This is an optimization exercise on Yosys and OpenROAD, whose aim is small area, not a production implementation. The RTL was checked by simulation tests, not by an equivalence proof against the original design. No activity file was given, so power comes from the tool's default toggle rates.

==> flow/design.v <==
package mdio_pkg;
   typedef logic [5-1:0] mdio_addr_t;    
   typedef logic [16-1:0] mdio_word_t;    
   typedef enum logic [1:0]
   {
      op_write = 2'b01,
      op_read  = 2'b10
   } mdio_op_t;
   typedef struct packed
   {
      mdio_addr_t addr;     
      mdio_word_t data;     
   } mdio_reg_req_t;
endpackage
`timescale 1ns/1ps
module mdio_slave
(
   input  logic          mdc,
   input  logic          reset,
   input  logic          mdio,           
   input  mdio_pkg::mdio_addr_t    dev_addr,       
   output mdio_pkg::mdio_reg_req_t reg_req,
   output logic          reg_read,
   output logic          reg_write,
   input  mdio_pkg::mdio_word_t    reg_rdata,
   output logic          mdio_data,
   output logic          mdio_enable
);
   localparam logic [4:0] pre_last  = 5'(32 - 1);
   localparam logic [4:0] op_last   = 5'd1;
   localparam logic [4:0] addr_last = 5'(5 - 1);
   localparam logic [4:0] data_last = 5'(16 - 1);
   localparam logic [4:0] data_end  = 5'(16);    
   typedef enum logic [3:0]
   {
      st_wait,           
      st_preamble,       
      st_start,          
      st_opcode,
      st_phy_addr,
      st_reg_addr,
      st_turn,           
      st_turn_wr,        
      st_rd_load,        
      st_rd_data,        
      st_wr_data,
      st_wr_strobe       
   } state_t;
   state_t     state;
   logic [4:0] bit_cnt;        
   mdio_pkg::mdio_op_t   op_q;           
   logic [1:0] op_bits;        
   mdio_pkg::mdio_addr_t phy_q;          
   logic [16:0] out_shift;    
   assign op_bits = {op_q[0], mdio};
   always_ff @(posedge mdc or posedge reset)
   begin
      if (reset)
      begin
         state       <= st_wait;
         bit_cnt     <= '0;
         op_q        <= mdio_pkg::op_read;
         mdio_enable <= 1'b0;
      end
      else
      begin
         case (state)
            st_wait:
            begin
               bit_cnt <= '0;
               if (mdio)
                  state <= st_preamble;      
            end
            st_preamble:
            begin
               if (mdio)
               begin
                  if (bit_cnt != pre_last)
                     bit_cnt <= bit_cnt + 5'd1;    
               end
               else if (bit_cnt == pre_last)
                  state <= st_start;         
               else
                  state <= st_wait;          
            end
            st_start:
            begin
               bit_cnt <= '0;
               state   <= mdio ? st_opcode : st_wait;
            end
            st_opcode:
            begin
               op_q <= mdio_pkg::mdio_op_t'(op_bits);
               if (bit_cnt != op_last)
                  bit_cnt <= bit_cnt + 5'd1;
               else
               begin
                  bit_cnt <= '0;
                  if (op_bits == mdio_pkg::op_read || op_bits == mdio_pkg::op_write)
                     state <= st_phy_addr;
                  else
                     state <= st_wait;       
               end
            end
            st_phy_addr:
            begin
               if (bit_cnt != addr_last)
                  bit_cnt <= bit_cnt + 5'd1;
               else
               begin
                  bit_cnt <= '0;
                  state   <= st_reg_addr;
               end
            end
            st_reg_addr:
            begin
               if (bit_cnt != addr_last)
                  bit_cnt <= bit_cnt + 5'd1;
               else
               begin
                  bit_cnt <= '0;
                  state   <= (phy_q == dev_addr) ? st_turn : st_wait;
               end
            end
            st_turn:
            begin
               if (!mdio)
                  state <= st_wait;          
               else if (op_q == mdio_pkg::op_read)
                  state <= st_rd_load;
               else
                  state <= st_turn_wr;
            end
            st_turn_wr:
               state <= mdio ? st_wait : st_wr_data;
            st_rd_load:
            begin
               mdio_enable <= 1'b1;          
               bit_cnt     <= '0;
               state       <= st_rd_data;
            end
            st_rd_data:
            begin
               if (bit_cnt == data_end)
               begin
                  mdio_enable <= 1'b0;       
                  state       <= st_wait;
               end
               else
                  bit_cnt <= bit_cnt + 5'd1;
            end
            st_wr_data:
            begin
               if (bit_cnt != data_last)
                  bit_cnt <= bit_cnt + 5'd1;
               else
                  state <= st_wr_strobe;     
            end
            st_wr_strobe:
               state <= st_wait;
            default:
               state <= st_wait;
         endcase
      end
   end
   always_ff @(posedge mdc)
   begin
      if (state == st_phy_addr)
         phy_q <= {phy_q[5-2:0], mdio};
      if (state == st_reg_addr)
         reg_req.addr <= {reg_req.addr[5-2:0], mdio};
      if (state == st_wr_data)
         reg_req.data <= {reg_req.data[16-2:0], mdio};    
   end
   always_ff @(posedge mdc)
   begin
      if (state == st_rd_load)
         out_shift <= {1'b0, reg_rdata};
      else if (state == st_rd_data)
         out_shift <= {out_shift[16-1:0], 1'b0};
   end
   assign mdio_data = out_shift[16];    
   assign reg_read  = (state == st_rd_load);
   assign reg_write = (state == st_wr_strobe);
endmodule
`timescale 1ns/1ps
module mdio_reg_file
(
   input  logic          mdc,
   input  logic          reset,
   input  mdio_pkg::mdio_reg_req_t reg_req,
   input  logic          reg_read,
   input  logic          reg_write,
   output mdio_pkg::mdio_word_t    reg_rdata
);
   localparam mdio_pkg::mdio_addr_t ctrl_addr = 5'd0;
   localparam mdio_pkg::mdio_addr_t id1_addr  = 5'd2;
   localparam mdio_pkg::mdio_addr_t id2_addr  = 5'd3;
   mdio_pkg::mdio_word_t regs [32];
   mdio_pkg::mdio_word_t rd_value;
   logic       soft_reset;
   logic       id_hit;         
   assign soft_reset = reg_write && (reg_req.addr == ctrl_addr) && reg_req.data[15];
   assign id_hit     = (reg_req.addr == id1_addr) || (reg_req.addr == id2_addr);
   always_ff @(posedge mdc or posedge reset)
   begin
      if (reset)
      begin
         for (int i = 0; i < 32; i++)
            regs[i] <= (i == 0) ? 16'h1140 : '0;
      end
      else if (soft_reset)
      begin
         for (int i = 0; i < 32; i++)
            regs[i] <= (i == 0) ? 16'h1140 : '0;
      end
      else if (reg_write && !id_hit)
         regs[reg_req.addr] <= reg_req.data;
   end
   always_comb
   begin
      rd_value = regs[reg_req.addr];
      if (reg_req.addr == id1_addr)
         rd_value = 16'h2a5c;
      else if (reg_req.addr == id2_addr)
         rd_value = 16'h3e91;
   end
   assign reg_rdata = reg_read ? rd_value : '0;    
endmodule
`timescale 1ns/1ps
module top_mdio_slave
(
   input  logic       mdc,
   input  logic       reset,
   input  logic       mdio,           
   input  logic [4:0] dev_addr,         
   output logic       mdio_data,      
   output logic       mdio_enable     
);
   mdio_pkg::mdio_reg_req_t reg_req;
   logic          reg_read;
   logic          reg_write;
   mdio_pkg::mdio_word_t    reg_rdata;
   mdio_slave mdio_slave_inst
   (
      .mdc         (mdc),
      .reset       (reset),
      .mdio        (mdio),
      .dev_addr    (dev_addr),
      .reg_req     (reg_req),
      .reg_read    (reg_read),
      .reg_write   (reg_write),
      .reg_rdata   (reg_rdata),
      .mdio_data   (mdio_data),
      .mdio_enable (mdio_enable)
   );
   mdio_reg_file mdio_reg_file_inst
   (
      .mdc         (mdc),
      .reset       (reset),
      .reg_req     (reg_req),
      .reg_read    (reg_read),
      .reg_write   (reg_write),
      .reg_rdata   (reg_rdata)
   );
endmodule
==> flow/run.sh <==
#!/bin/bash
# synth_recipe.tcl (not shown) runs the flow's synth.tcl, then flattens the netlist and writes it again
# the make line also repeats each setting of config.mk as NAME=value (left out here)
make -C /OpenROAD-flow-scripts/flow DESIGN_CONFIG=/design/flow/config.mk WORK_HOME=/design/flow/orfs CLKGATE_MAP_FILE= SYNTH_SCRIPT=/design/flow/synth_recipe.tcl finish
==> flow/config.mk <==
export PLATFORM = sky130hd
export DESIGN_NAME = top_mdio_slave
export DESIGN_NICKNAME = top_mdio_slave
export VERILOG_FILES = /design/flow/design.v
export SDC_FILE = /design/flow/constraint.sdc
export NUM_CORES = 4
export LEC_CHECK = 0
export CAP_MARGIN = 20
export CORE_MARGIN = 2
export CORE_UTILIZATION = 40
export SLEW_MARGIN = 20
==> flow/constraint.sdc <==
create_clock -name core_clock -period 10.0 [get_ports {mdc}]
set_input_delay 2.0000 -clock core_clock [delete_from_list [all_inputs] [get_ports {mdc}]]
set_output_delay 2.0000 -clock core_clock [all_outputs]
set_load 0.01 [all_outputs]
==> reports/qor.yml <==
floorplan:
  die_y_um: 256
  num_rows: 92
  die_w_um: 256
  start_util_pct: 40.3
  pin_count: 10
  die-area_um2: 65500
  core_um2: 63000
power:
  ir_drop_v: 0.000163
  p_leak_uw: 0.0118
  p_per_area_nw_per_um2: 192
flow_run:
  max-cap-violations: 0
sta:
  setup_viol: 0
  max_freq_ghz: 0.218
  finClkSkew_ns: 0.0144
  rsz0062_at_grt: "no"
  finalCritPeriodShare_pct: 45.9
  final_hold_viol_count: 0
  final_max_slew_viol_count: 0
  setup-tns-final_ns: 0
  min_period_ns: 4.59
  max_slew_margin_pct: 13.6
  tightest_slew_ns: 1.29
synth:
  synth_seq_cells: 535
  ys_async_sr_fraction_pct: 92.0
  ys_seq_area_share_pct: 53.5
  avgSynthCellArea_um2: 8.94
  netlist_area_um2: 25400
  netlist_instances: 2841
  syn-num-nets: 2854
  synth_edf_count: 42
  synth_warnings: 3
  ys.flop_type: "dfrtp_1"
  synth_cell_types: 84
clocking:
  hold_buffers: 0
  path_clk_slew_ns: 0.06
  clockBufferDepth: 3
  numCtsBuffers: 58
  ctsResizeCount: 0
  clock_latency_ns: 0.63
  clock-sinks: 535
  cts_setup_buffers: 0
  cts-root-buf: "clkbuf_16"
  htree_num_levels: 2
  cts_tree: "built"
final_layout:
  n_fill_cell: 6077
  area_growth_pct: 11.5
  nNetsFinal: 2766
  multi_input_area_um2: 10800
  layout.cells.non_filler: 3644
  drive_gt1_share_pct: 9.01
  ff_latch_area_um2: 13600
route:
  first_pass_iters: 9
  drtIter0Drc: 3455
  wl_per_cell_um: 29.9
  drc_errors: 0
  routed_wl_mm: 109
  routed_via_density: 6.29
  vias: 22900
  drtAntennaViolNets: 0
setup_path:
  crit_type: "reg -> reg"
  endpoint_kind: "flip-flop"
  cp-start-kind: "flip-flop"
  arrival_ns: 5.07
  cp.required_ns: 10.48
  r2r_slack_ns: 5.41
  rr_worst_depth: 8
  path_max_fanout: 149
global_route:
  grt_max_degree: 253
  antenna_found_initial: 6
  grtUsageTotal_pct: 32.7
  grt_pass1_vias: 21600
  grt-ovfl-total: 0
  grt_pass1_wl_mm: 156
worst_hold_path:
  holdPathStages: 0
  hold_class: "reg -> reg"
placement:
  portBuffers: 9
  place_congestion: 0.993
  dp_hpwl_mm: 66.3
  place_inst: 3534
status:
  outcome: "timing/DRC/antenna clean"
[layout make-up]
| type | instances | share of cell area [%] |
|---|---|---|
| Clock buffer | 84 | 6.19 |
| Multi-Input combinational cell | 2053 | 38.0 |
| Antenna cell | 2 | 0.0177 |
| Clock inverter | 19 | 0.880 |
| Tap cell | 846 | 3.74 |
| Sequential cell | 535 | 48.0 |
| Timing Repair Buffer | 93 | 2.95 |
| Inverter | 12 | 0.172 |
[per-stage QoR]
step	power, µW	setup WS (ns)	util [%]	hold slack [ns]	instance area [µm²]
after floorplan	2800	1.33	-	0.421	25400
after global placement	3130	5.16	41.5	0.435	26200
after detailed placement	3140	5.13	41.6	0.438	26200
after CTS	5400	5.67	44.8	0.453	28200
after global routing	5540	5.35	44.9	0.464	28300
final	5420	5.41	45.0	0.454	28300
[cell usage after synthesis (all sizes together) (12+ instances only)]
cell	count	share of area, %
nor2	127	2.0
a22o	26	0.90
a21oi	445	8.8
o21ai	28	0.57
buf	142	2.9
a22oi	125	3.7
a221oi	22	0.76
nand2	917	14
dfrtp	488	48
mux2i	51	2.0
clkbuf	99	1.5
nand3	16	0.36
nand4	31	0.76
inv	12	0.18
nand3b	19	0.66
edfxtp	42	5.0
nor3	74	2.3
nand2b	18	0.46
and2	15	0.37
[metal layers]
layer	vias to the layer above	global-route usage [%]	wire length, µm
met5	-	0	13
met4	2	18.8	7120
met3	371	9.10	13700
met2	1631	47.6	46500
met1	11300	43.6	41700
li1	9582	-	-
[flip-flops by register name, indices dropped and copies added (netlist names)]
register	flops
mdio_slave_inst.state	4
mdio_slave_inst.phy_q	5
mdio_slave_inst.out_shift	17
mdio_slave_inst.mdio_enable	1
mdio_reg_file_inst.regs	480
mdio_slave_inst.op_q	2
mdio_slave_inst.bit_cnt	5
mdio_slave_inst.reg_req	21
[critical path: stages (launching register included)]
cell	delay [ns]
edfxtp_1	0.35
buf_4	0.29
or2_1	0.57
nor2_2	0.52
and3_1	0.66
and2_4	0.69
buf_12	0.41
buf_16	0.40
nor3_1	0.14
[layout by cell type, fill, tap and decap left out, types with 42 or more instances in the layout]
master,Yosys,routed
a21oi_1,444,444
a22oi_1,125,125
buf_4,12,74
clkbuf_16,0,61
dfrtp_1,488,488
edfxtp_1,42,42
mux2i_1,51,51
nand2_1,915,913
nor2_1,121,116
nor3_1,48,44
[power breakdown]
| group | switching, µW | internal, µW |
|---|---|---|
| Clock | 933 | 1360 |
| Combinational | 657 | 184 |
| Sequential | 56.8 | 2230 |
| Total | 1650 | 3780 |
[worst paths after layout]
| check | from | endpoint |
|---|---|---|
| hold reg to reg | mdio_slave_inst.reg_req[14]$_DFFE_PP_ | mdio_slave_inst.reg_req[15]$_DFFE_PP_ |
| min in group asynchronous | reset | mdio_slave_inst.bit_cnt[2]$_DFFE_PP0P_ |
| hold / removal | mdio_slave_inst.reg_req[14]$_DFFE_PP_ | mdio_slave_inst.reg_req[15]$_DFFE_PP_ |
| setup reg to reg | mdio_slave_inst.reg_req[18]$_DFFE_PP_ | mdio_reg_file_inst.regs[26][15]$_DFFE_PP0P_ |
| setup / recovery | mdio_slave_inst.reg_req[18]$_DFFE_PP_ | mdio_reg_file_inst.regs[26][15]$_DFFE_PP0P_ |
| max in group asynchronous | reset | mdio_reg_file_inst.regs[11][10]$_DFFE_PP0P_ |
[kinds of logic after synthesis]
logic type | share of synthesized area (%)
buf+inv | 4.60
flops | 53.5
mux | 2.45
simple gates | 21.7
compound gates | 17.2
xor+xnor | 0.207
fa+ha+maj | 0.246

port drivers added, routing unchanged:
Ports are ideal in the flow. The routed layout listed here was re-timed in OpenROAD. Step 1 assumes that a clkbuf_16 drives the clock port and a buf_2 every other input. Step 2 adds t to the input delays and takes it off the output delays; t is the mean of the earliest and latest rising clock arrival at the registers after step 1. Input paths then give back, and output paths get back, about the clock's delay inside the block. a / b / c = ideal ports / drivers / drivers and shift; a / b = the first two.
t, ns: 0.688
slack for setup (ns): 5.406 / 5.406 / 5.157
worst setup path at the end: input, reset recovery
worst register clock-pin slew, ns: 0.07 / 0.07
After both steps setup and hold are still met in this run. The setup slack of this run moves by 0.000 ns with the drivers and by -0.249 ns with both steps. Setup slack includes reset recovery checks.
